What follows belongs to an exercise in optimizing a design on an open flow for small area and a short achievable clock period; a production flow would make more cautious choices. The RTL was checked by simulation tests, not by an equivalence proof against the original design.

// musb_mult_accum
module musb_mult_accum #(
  parameter int WIDTH = 32
) (
  input  logic                 clk,
  input  logic                 rst,
  input  logic [WIDTH-1:0]     input_a,
  input  logic [WIDTH-1:0]     input_b,
  input  logic [2*WIDTH-1:0]   accum_in,
  input  logic                 signed_operation,
  input  logic [1:0]           op,
  input  logic                 enable_op,
  input  logic                 stall,
  input  logic                 flush,
  output logic [2*WIDTH-1:0]   mult_result,
  output logic                 active,
  output logic                 ready
);
  logic w_adv;
  assign w_adv = ~stall;
  logic        w_msub, w_acc_en;
  logic [33:0] w_b;
  logic [34:0] w_bx;
  logic [16:0] w_one, w_two, w_neg;
  logic [32:0] w_a;
  assign w_msub   = (op == 2'b10);
  assign w_acc_en = (op == 2'b01) | (op == 2'b10);
  assign w_a      = {signed_operation & input_a[31], input_a};
  assign w_b      = {{2{signed_operation & input_b[31]}}, input_b};
  assign w_bx     = {w_b, 1'b0};
  genvar gi;
  generate
    for (gi = 0; gi < 17; gi = gi + 1) begin : g_booth
      assign w_one[gi] = w_bx[2*gi+1] ^ w_bx[2*gi];
      assign w_two[gi] = (w_bx[2*gi+2] & ~w_bx[2*gi+1] & ~w_bx[2*gi]) |
                         (~w_bx[2*gi+2] & w_bx[2*gi+1] & w_bx[2*gi]);
      assign w_neg[gi] = w_bx[2*gi+2] ^ w_msub;
    end
  endgenerate
  logic [32:0] r1_a;
  logic [16:0] r1_one, r1_two, r1_neg;
  logic [63:0] r1_acc;
  always_ff @(posedge clk) begin
    if (w_adv) begin
      r1_a   <= w_a;
      r1_one <= w_one;
      r1_two <= w_two;
      r1_neg <= w_neg;
      r1_acc <= accum_in & {64{w_acc_en}};
    end
  end
  logic pp0_0, pp0_1, pp0_2, pp0_3, pp0_4, pp0_5, pp0_6, pp0_7, pp0_8, pp0_9, pp0_10, pp0_11;
  logic pp0_12, pp0_13, pp0_14, pp0_15, pp0_16, pp0_17, pp0_18, pp0_19, pp0_20, pp0_21, pp0_22, pp0_23;
  logic pp0_24, pp0_25, pp0_26, pp0_27, pp0_28, pp0_29, pp0_30, pp0_31, pp0_32, pp0_33, pp1_0, pp1_1;
  logic pp1_2, pp1_3, pp1_4, pp1_5, pp1_6, pp1_7, pp1_8, pp1_9, pp1_10, pp1_11, pp1_12, pp1_13;
  ...
For scale: about 3400 cells after synthesis, roughly 470 flip-flops, ~200 I/O pins.
export LEC_CHECK = 0
export CAP_MARGIN = 20
export CORE_MARGIN = 2
export CORE_UTILIZATION = 40
export CTS_CLUSTER_DIAMETER = 120
export CTS_CLUSTER_SIZE = 25
export SETUP_SLACK_MARGIN = 4.55
export SLEW_MARGIN = 20
export SYNTH_HIERARCHICAL = 1
export SYNTH_MINIMUM_KEEP_SIZE = 0
create_clock -name core_clock -period 8.0 [get_ports {clk}]
standard.sh (not shown) runs the stock make flow with config.mk's settings and CLKGATE_MAP_FILE= SYNTH_SCRIPT=/design/flow/synth_recipe.tcl, a recipe that flattens the netlist after the stock synthesis.
==> flow/flow/run.sh <==
#!/bin/bash
# The standard layout (the standard.sh, unchanged synthesis and steps), with
# one change: the buffer that placement puts on every input and output port is
# sky130_fd_sc_hd__buf_1 instead of the cell buffer_ports picks by default.
set -euo pipefail
export BUFFER_PORTS_ARGS="-buffer_cell sky130_fd_sc_hd__buf_1"
bash standard.sh > standard.log 2>&1
Change:
CTS_CLUSTER_DIAMETER = not set   (was 120)
CTS_CLUSTER_SIZE = not set   (was 25)
SETUP_SLACK_MARGIN = 4.5   (was 4.55)
The changed run completed with no timing, DRC or antenna violations. Maximum frequency drops by about 1%. Routed wire length stays flat. Die area does not change. Clock skew drops by 0.026 ns. Final area climbs by about 1.6%. First-iteration DRC count climbs by about 2.3%.
Change:
CTS_CLUSTER_DIAMETER = 120   (was not set)
CTS_CLUSTER_SIZE = 25   (was not set)
TNS_END_PERCENT = 50   (was not set)
Effect: First-iteration DRC count is lower slightly. Clock-buffer cell count is lower by 22. Via count is lower slightly. Core utilization is lower by 1.3 points. Register-to-register slack is worse by 0.14 ns. Routed wire length is lower slightly. Worst setup slack is worse by 0.14 ns. Critical path depth does not change.
Change:
==> flow/run.sh (new file) <==
#!/bin/bash
# synth_recipe.tcl (not shown) runs the flow's synth.tcl, then flattens the netlist and writes it again
# the make line also repeats each setting of config.mk as NAME=value (left out here)
make -C /OpenROAD-flow-scripts/flow DESIGN_CONFIG=/design/flow/config.mk WORK_HOME=/design/flow/orfs CLKGATE_MAP_FILE= SYNTH_SCRIPT=/design/flow/synth_recipe.tcl finish
TNS_END_PERCENT = not set   (was 50)
removed: flow/flow/run.sh
removed: flow/standard.sh
The new run completed without violations.
Utilization goes up by 1.4 points.
Non-clock buffer count goes down by 5.
Final cell count hardly moves.

* * *

musb_mult_accum again, from the RTL that the note above started with.
clock: 8.0 ns
lec_check: 0
cap_margin: 20
core_margin: 2
core_utilization: 40
setup_slack_margin: 4.6
slew_margin: 20
synth_hierarchical: 1
synth_minimum_keep_size: 0
run.sh (not shown) runs the stock make flow with config.mk's settings and CLKGATE_MAP_FILE= SYNTH_SCRIPT=/design/flow/synth_recipe.tcl, a recipe that flattens the netlist after the stock synthesis.
Stock flow here: none of the scripts above is used.
Then changed:
Settings changed: SETUP_SLACK_MARGIN 4.6 to 4.5.
The new run finished clean; routed wire length drops by 0.51%; area after synthesis stays the same; core utilization falls by 0.70 points; sequential share of layout area goes up by 0.45 points; final cell count barely changes; worst setup slack is worse by 6.3 ps.
Then changed:
==> flow/flow/run.sh (new file) <==
#!/bin/bash
# The standard layout (the standard.sh, unchanged synthesis and steps), with
# one change: the buffer that placement puts on every input and output port is
# sky130_fd_sc_hd__buf_1 instead of the cell buffer_ports picks by default.
set -euo pipefail
export BUFFER_PORTS_ARGS="-buffer_cell sky130_fd_sc_hd__buf_1"
bash standard.sh > standard.log 2>&1
==> flow/standard.sh (new file) <==
#!/bin/bash
# synth_recipe.tcl (not shown) runs the flow's synth.tcl, then flattens the netlist and writes it again
# the make line also repeats each setting of config.mk as NAME=value (left out here)
make -C /OpenROAD-flow-scripts/flow DESIGN_CONFIG=/design/flow/config.mk WORK_HOME=/design/flow/orfs CLKGATE_MAP_FILE= SYNTH_SCRIPT=/design/flow/synth_recipe.tcl "${@:-finish}"
Settings changed: CTS_CLUSTER_DIAMETER from default to 120, CTS_CLUSTER_SIZE from default to 25.
removed: flow/run.sh
Sequential cell count is unchanged. Cell area decreases by about 5%. Die area stays the same. Register-to-register slack hardly moves. Synthesized cell count does not change. Via count came out higher by about 1.4%. Routed wire length goes up by about 0.8%. Clock skew went up by 8.3 ps.

==> re-timing with driven ports <==
How much do the figures lean on ideal ports? The routed layouts below were timed once more, with nothing changed but the port constraints. Step 1 sets driving cells, clkbuf_16 on the clock port and buf_2 on the other inputs (assumed; they add their load-dependent delay and slew). Step 2 moves the port delays by t, midway between the first and last clock arrival at a register: inputs arrive t later, outputs are due t later. That takes back most of the time a late clock gives input paths. Slacks: ideal ports / drivers / drivers and shift; pairs: ideal ports / drivers.
| run | shift t [ns] | setup slack, ns | hold slack, ns | latest minus earliest clock arrival (ns) | worst slew at a driven data input, ns |
|---|---|---|---|---|---|
| the first run of note 1 | 0.690 | 4.569 / 4.569 / 4.492 | 0.426 / 0.426 / 0.426 | 0.042 / 0.042 | 0.06 |
| the second run of note 1 | 0.681 | 4.534 / 4.534 / 4.411 | 0.420 / 0.420 / 0.420 | 0.018 / 0.017 | 0.06 |
| the third run of note 1 | 0.691 | 4.397 / 4.397 / 4.104 | 0.430 / 0.430 / 0.430 | 0.041 / 0.041 | 0.06 |
| the fourth run of note 1 | 0.682 | 4.529 / 4.529 / 4.250 | 0.433 / 0.433 / 0.433 | 0.025 / 0.024 | 0.06 |
| the first run of note 2 | 0.689 | 4.530 / 4.530 / 4.260 | 0.420 / 0.420 / 0.420 | 0.036 / 0.036 | 0.06 |
| the second run of note 2 | 0.688 | 4.524 / 4.489 / 4.267 | 0.421 / 0.421 / 0.421 | 0.035 / 0.035 | 0.06 |
| the third run of note 2 | 0.690 | 4.510 / 4.510 / 4.090 | 0.426 / 0.426 / 0.426 | 0.043 / 0.044 | 0.06 |
After both steps every run listed still meets setup and hold. For the third run of note 2, which loses most, drivers alone change the setup slack by 0.000 ns; drivers and shift together by -0.420 ns.
